This is an optimization exercise on Yosys and OpenROAD, whose aim is small area and a short achievable clock period, not a production implementation. Function was checked by simulation only, so behaviour that the tests miss may differ from the original. Power figures rest on the tool's default switching activity, not on a simulated workload.

== v22 ==
==> flow/design.v (excerpt) <==
module scoreboard_ctrl (
    input  logic               clk,
    input  logic               rst,
    input  sb_pkg::inst_word_t inst,
    input  logic               alu_done,
    input  logic               mem_done,
    input  logic               mul_done,
    input  logic               div_done,
    input  logic               jump_done,
    input  logic               is_jump,
    output logic               issue_en,
    output logic               alu_en,
    output logic               mem_en,
    output logic               mul_en,
    output logic               div_en,
    output logic               jump_en,
    output sb_pkg::op_code_t   disp_op,
    output sb_pkg::reg_idx_t   rs1_ctrl,
    output sb_pkg::reg_idx_t   rs2_ctrl,
    output logic               reg_write,
    output sb_pkg::fu_id_t     write_sel,
    output sb_pkg::reg_idx_t   rd_ctrl
);
export LEC_CHECK = 0
export CAP_MARGIN = 20
export CORE_MARGIN = 2
export CORE_UTILIZATION = 40
export CTS_BUF_LIST = sky130_fd_sc_hd__clkbuf_4 sky130_fd_sc_hd__clkbuf_8
export CTS_CLUSTER_DIAMETER = 80
export CTS_CLUSTER_SIZE = 25
export SETUP_SLACK_MARGIN = 3.7
export SLEW_MARGIN = 20
export SYNTH_HIERARCHICAL = 1
create_clock -name core_clock -period 8.5 [get_ports {clk}]
standard.sh (not shown) runs the stock make flow with config.mk's settings and CLKGATE_MAP_FILE= SYNTH_SCRIPT=/design/flow/synth_recipe.tcl, a recipe that flattens the netlist after the stock synthesis.
==> flow/flow/run.sh <==
#!/bin/bash
# Layout: the standard ORFS flow, with the port buffers inserted at
# placement made of the smallest plain buffer (the resizer still sizes them up
# where timing or slew needs it). Make's full output goes to flow_make.log.
set -euo pipefail
export BUFFER_PORTS_ARGS="-buffer_cell sky130_fd_sc_hd__buf_1"
bash standard.sh > flow_make.log 2>&1
--- input diff v22..v58 ---
- CTS_BUF_LIST: sky130_fd_sc_hd__clkbuf_4 sky130_fd_sc_hd__clkbuf_8 -> sky130_fd_sc_hd__clkbuf_8
- CTS_CLUSTER_SIZE: 25 -> unset
- CTS_CLUSTER_DIAMETER: 80 -> unset
-- flow/flow/run.sh --
<<< v22, line 7
>>> v58, line 7
export RECOVER_POWER=30
What the final checks of v58 revealed, after a flow that finished every stage, was a layout that fails on max-capacitance violations, max-slew violations. ~same vias after detailed routing in v22 and v58. In the reports for v22 and v58, the larger cell area after layout belongs to v22. Of v22 and v58, the run reporting the lower fraction of the core area covered by cells at the end of the flow was v58. Re combinational power share: v58 is 0.4 points down on v22. Aggregate routed wire length of v22 is on par with v58.
The inputs of v14 differ from those of v58 as listed below.
- an added CTS_CLUSTER_SIZE of 30
- an added CTS_CLUSTER_DIAMETER of 120
-- flow/flow/run.sh --
<<< v58, line 7
export RECOVER_POWER=30
>>> v14, line 7
v14 reached the final stage; the timing, design-rule and antenna checks on its layout passed.
Relative to v58, the combinational power measured on v14 has increased by a few percent.
On clock skew, v14 and v58 are neck and neck.
In the reports for v14 and v58, the smaller number of inserted filler cells in the final layout belongs to v14.
Changes in v5 relative to v14:
- CTS_CLUSTER_DIAMETER: 120 -> unset
- CTS_CLUSTER_SIZE: 30 -> unset
- SETUP_SLACK_MARGIN: 3.7 -> 4
- CORE_UTILIZATION: 40 -> 65
- CTS_BUF_LIST: sky130_fd_sc_hd__clkbuf_8 -> unset
==> flow/run.sh (new file) <==
#!/bin/bash
# synth_recipe.tcl (not shown) runs the flow's synth.tcl, then flattens the netlist and writes it again
# the make line also repeats each setting of config.mk as NAME=value (left out here)
make -C /OpenROAD-flow-scripts/flow DESIGN_CONFIG=/design/flow/config.mk WORK_HOME=/design/flow/orfs CLKGATE_MAP_FILE= SYNTH_SCRIPT=/design/flow/synth_recipe.tcl finish
removed: flow/flow/run.sh
removed: flow/standard.sh
[summary]
- v5 ran to completion and came out clean on the timing, design-rule and antenna checks.
- v5 against v14; total placed cells including tap cells is down by a little under 10%.
- Of v5 and v14, the lower share of power burned in combinational logic belongs to v14.
- Of v5 and v14, it is v5 that has the higher share of the clock period used by the worst path.
- Lower total of cells resized after clock tree synthesis goes to v14 over v5.
- Between v5 and v14, it is v5 whose routed length on met3 is higher, by 1.5 mm.
- Going from v14 to v5, the wire length of the first global-routing pass was found to have gone up by about 3.7%.
- Changes observed in v5 relative to v14: estimated wirelength of the detail-placed design decreased 5.5%; final period demand of the worst path increased 0.17 ns; global routing usage summed across all routing layers increased 16 points; total power per unit cell area increased about 10%.
--- input diff v5..v12 ---
- setting CTS_BUF_LIST to sky130_fd_sc_hd__clkbuf_8 for the first time
- changing SETUP_SLACK_MARGIN from 4 to 3.7
- changing CORE_UTILIZATION from 65 to 35
==> flow/flow/run.sh (new file) <==
#!/bin/bash
# Layout: the standard ORFS flow, with the port buffers inserted at
# placement made of the smallest plain buffer (the resizer still sizes them up
# where timing or slew needs it). Make's full output goes to flow_make.log.
set -euo pipefail
export BUFFER_PORTS_ARGS="-buffer_cell sky130_fd_sc_hd__buf_1"
bash standard.sh > flow_make.log 2>&1
==> flow/standard.sh (new file) <==
#!/bin/bash
# synth_recipe.tcl (not shown) runs the flow's synth.tcl, then flattens the netlist and writes it again
# the make line also repeats each setting of config.mk as NAME=value (left out here)
make -C /OpenROAD-flow-scripts/flow DESIGN_CONFIG=/design/flow/config.mk WORK_HOME=/design/flow/orfs CLKGATE_MAP_FILE= SYNTH_SCRIPT=/design/flow/synth_recipe.tcl "${@:-finish}"
removed: flow/run.sh
Notes after the runs:
[compare] base=v5 new=v12: wire length has decreased, overall die width went up by 35%.
Measured against each other, v5 and v12 differ in pre-CTS setup slack, the higher figure coming from v12.
v12 against v5; first-pass GRT wire length is down by a few percent.
Going from v5 to v12, portion of total power attributed to the clock network fell 5.3 points; sequential cell fraction of total power rose by 6.1 points; global-route usage decreased 18 points.
Re final worst-path setup slack: v5 and v12 aren't equal, and the higher value belongs to v12.
Delta (v12 minus v5): combinational power down about 17%; final area down 800 sq um; via total after detailed routing down about 13%.

* * *

scoreboard_ctrl again, from the RTL that the note above started with.
// scoreboard_ctrl
module scoreboard_ctrl (
    input  logic               clk,
    input  logic               rst,
    input  sb_pkg::inst_word_t inst,
    input  logic               alu_done,
    input  logic               mem_done,
    input  logic               mul_done,
    input  logic               div_done,
    input  logic               jump_done,
    input  logic               is_jump,
    output logic               issue_en,
    output logic               alu_en,
    output logic               mem_en,
    output logic               mul_en,
    output logic               div_en,
    output logic               jump_en,
    output sb_pkg::op_code_t   disp_op,
    output sb_pkg::reg_idx_t   rs1_ctrl,
    output sb_pkg::reg_idx_t   rs2_ctrl,
    output logic               reg_write,
    output sb_pkg::fu_id_t     write_sel,
    output sb_pkg::reg_idx_t   rd_ctrl
);
==> flow/config.mk <==
export PLATFORM = sky130hd
export DESIGN_NAME = scoreboard_ctrl
export DESIGN_NICKNAME = scoreboard_ctrl
export VERILOG_FILES = /design/flow/design.v
export SDC_FILE = /design/flow/constraint.sdc
export NUM_CORES = 4
export LEC_CHECK = 0
export CAP_MARGIN = 20
export CORE_MARGIN = 2
export CORE_UTILIZATION = 40
export CTS_BUF_LIST = sky130_fd_sc_hd__clkbuf_8
export SETUP_SLACK_MARGIN = 3.7
export SLEW_MARGIN = 20
export SYNTH_HIERARCHICAL = 1
==> flow/constraint.sdc <==
create_clock -name core_clock -period 8.5 [get_ports {clk}]
set_input_delay 1.7000 -clock core_clock [delete_from_list [all_inputs] [get_ports {clk}]]
set_output_delay 1.7000 -clock core_clock [all_outputs]
set_load 0.01 [all_outputs]
run.sh (not shown) runs the stock make flow with config.mk's settings and CLKGATE_MAP_FILE= SYNTH_SCRIPT=/design/flow/synth_recipe.tcl, a recipe that flattens the netlist after the stock synthesis.
Stock flow here: none of the scripts above is used.
Edit:
- CTS_BUF_LIST: sky130_fd_sc_hd__clkbuf_8 -> not set
- SETUP_SLACK_MARGIN: 3.7 -> 4
The changed run produced a clean layout.
Worst setup slack is better by 40 ps.
Global-route usage is about the same.
Count of clock-buffer cells in the layout does not change.
Edit:
==> flow/flow/run.sh (new file) <==
#!/bin/bash
# Layout: the standard ORFS flow, with the port buffers inserted at
# placement made of the smallest plain buffer (the resizer still sizes them up
# where timing or slew needs it). Make's full output goes to flow_make.log.
set -euo pipefail
export BUFFER_PORTS_ARGS="-buffer_cell sky130_fd_sc_hd__buf_1"
bash standard.sh > flow_make.log 2>&1
==> flow/standard.sh (new file) <==
#!/bin/bash
# synth_recipe.tcl (not shown) runs the flow's synth.tcl, then flattens the netlist and writes it again
# the make line also repeats each setting of config.mk as NAME=value (left out here)
make -C /OpenROAD-flow-scripts/flow DESIGN_CONFIG=/design/flow/config.mk WORK_HOME=/design/flow/orfs CLKGATE_MAP_FILE= SYNTH_SCRIPT=/design/flow/synth_recipe.tcl "${@:-finish}"
- CTS_BUF_LIST: not set -> sky130_fd_sc_hd__clkbuf_8
- SETUP_SLACK_MARGIN: 4 -> 3.4
removed: flow/run.sh
Effect: The changed run completed with no timing, DRC or antenna violations; routed wire length drops by about 6%; clock-buffer cell count stays the same; setup slack gets worse by 190 ps; power drops by about 12%; design area shrinks by 9.8%.
Edit:
--- a/flow/flow/run.sh
+++ b/flow/flow/run.sh
@@ -6,0 +7 @@
+export RECOVER_POWER=100
- SETUP_SLACK_MARGIN: 3.4 -> 3.7
Outcome: The changed run produced a layout that fails on max-capacitance violations, max-slew violations. Hold slack gains 4.2 ps. Register-to-register slack loses 1100 ps. Total power drops by a little under a tenth. Die area is unchanged. Utilization drops by 1.4 points. Design area drops by a few percent. Clock skew hardly moves. Cell count climbs slightly.
Edit:
--- a/flow/flow/run.sh
+++ b/flow/flow/run.sh
@@ -7 +6,0 @@
-export RECOVER_POWER=100
- CORE_UTILIZATION: 40 -> 45
- SETUP_SLACK_MARGIN: 3.7 -> 3.9
Effect: The new run ran to the end with no violations. Worst setup slack gets better by 1900 ps. Utilization went up by 8.7 points. Total power went up by a few percent. Design area went up by a few percent. Wire length went up slightly. Non-clock buffer count went up by 16. Fmax went up by well over a third. Sequential share of layout area went down by 2.5 points. Combinational power went up by about a fifth. Synthesized cell count stays the same.
Edit:
- CORE_UTILIZATION: 45 -> 40
- SETUP_SLACK_MARGIN: 3.9 -> 3.7
Die area went up by 12%.
Worst hold slack is worse by 8.9 ps.
Routed wire length is lower by 2.3%.
Sequential power hardly moves.
Sequential share of layout area is higher by 0.88 points.
Fmax came out lower by 1.6%.
Global-route usage decreases by 4.2 points.

* * *

## indigo
Starting RTL as in the previous note.
## scoreboard_ctrl
module scoreboard_ctrl (
    input  logic               clk,
    input  logic               rst,
    input  sb_pkg::inst_word_t inst,
    input  logic               alu_done,
    input  logic               mem_done,
    input  logic               mul_done,
    input  logic               div_done,
    input  logic               jump_done,
    input  logic               is_jump,
    output logic               issue_en,
    output logic               alu_en,
    output logic               mem_en,
    output logic               mul_en,
    output logic               div_en,
    output logic               jump_en,
    output sb_pkg::op_code_t   disp_op,
    output sb_pkg::reg_idx_t   rs1_ctrl,
    output sb_pkg::reg_idx_t   rs2_ctrl,
    output logic               reg_write,
    output sb_pkg::fu_id_t     write_sel,
    output sb_pkg::reg_idx_t   rd_ctrl
);
clock: 8.5 ns
lec_check: 0
cap_margin: 20
core_margin: 2
core_utilization: 40
setup_slack_margin: 3.7
slew_margin: 20
synth_hierarchical: 1
Stock flow here: none of the scripts above is used.
The final layout from indigo, which completed every stage, passed the timing, design-rule and antenna checks at the end of the flow.
The following lists how willow was set up differently from indigo:
==> flow/flow/run.sh (new file) <==
#!/bin/bash
# Layout: the standard ORFS flow, with the port buffers inserted at
# placement made of the smallest plain buffer (the resizer still sizes them up
# where timing or slew needs it). Make's full output goes to flow_make.log.
set -euo pipefail
export BUFFER_PORTS_ARGS="-buffer_cell sky130_fd_sc_hd__buf_1"
bash standard.sh > flow_make.log 2>&1
==> flow/standard.sh (new file) <==
#!/bin/bash
# synth_recipe.tcl (not shown) runs the flow's synth.tcl, then flattens the netlist and writes it again
# the make line also repeats each setting of config.mk as NAME=value (left out here)
make -C /OpenROAD-flow-scripts/flow DESIGN_CONFIG=/design/flow/config.mk WORK_HOME=/design/flow/orfs CLKGATE_MAP_FILE= SYNTH_SCRIPT=/design/flow/synth_recipe.tcl "${@:-finish}"
-- flow/config.mk --
<<< indigo, line 10
export CORE_UTILIZATION = 40
>>> willow, line 10
export CORE_UTILIZATION = 55
export CTS_BUF_LIST = sky130_fd_sc_hd__clkbuf_8
removed: flow/run.sh
==> results.txt <==
- Per the comparison of willow with indigo, reported sequential group power did not really move; final-report hold violation count did not really move.
- Relative to indigo, area of all placed cells without fillers has gone down in willow.
For fjord, these inputs were changed with respect to willow:
-- flow/config.mk --
<<< willow, line 10
export CORE_UTILIZATION = 55
>>> fjord, line 10
export CORE_UTILIZATION = 40
<<< willow, line 12
export SETUP_SLACK_MARGIN = 3.7
>>> fjord, line 12
export SETUP_SLACK_MARGIN = 3.8
After detailed routing, willow needs less wire than fjord. fjord improves on willow in fmax. Cmp willow and fjord / part of the power in the clock network / lower: fjord.

==> afterwards: timing with drivers on the ports <==
How much do the figures lean on ideal ports? The routed layouts below were timed once more, with nothing changed but the port constraints. Step 1 (the two cells are an assumption about what drives the block):
set clk [get_ports {clk}]
set_driving_cell -lib_cell sky130_fd_sc_hd__clkbuf_16 $clk
set_driving_cell -lib_cell sky130_fd_sc_hd__buf_2 [delete_from_list [all_inputs] $clk]
Step 2 times the ports against the registers' clock, not the clock port: input delays grow and output delays shrink by t, the midpoint of the rising clock arrivals with the driver on. Slacks: no drivers / after step 1 / after step 2; pairs: no drivers / after step 1.
| run | t (ns) | slack for setup (ns) | worst setup path after step 2 |
|---|---|---|---|
| v22 | 0.501 | 3.620 / 3.581 / 3.302 | input to register |
| v58 | 0.498 | 3.413 / 3.370 / 3.300 | input to register |
| v14 | 0.501 | 3.620 / 3.581 / 3.302 | input to register |
| v5 | 0.470 | 3.454 / 3.432 / 3.432 | input to output |
| v12 | 0.500 | 3.642 / 3.609 / 3.487 | input to register |
| the first run of note 2 | 0.514 | 3.623 / 3.591 / 3.239 | input to register |
| the second run of note 2 | 0.483 | 3.663 / 3.629 / 3.629 | input to output |
| the third run of note 2 | 0.497 | 3.476 / 3.436 / 3.283 | input to register |
| the fourth run of note 2 | 0.498 | 1.788 / 1.808 / 1.310 | input to register |
| the fifth run of note 2 | 0.499 | 3.697 / 3.657 / 3.530 | input to register |
| the sixth run of note 2 | 0.501 | 3.620 / 3.581 / 3.302 | input to register |
| indigo | 0.469 | 3.648 / 3.626 / 3.391 | input to register |
| willow | 0.488 | 3.622 / 3.588 / 3.463 | input to register |
| fjord | 0.506 | 3.669 / 3.644 / 3.371 | input to register |
For the fourth run of note 2, which loses most, drivers alone change the setup slack by +0.020 ns; drivers and shift together by -0.478 ns.
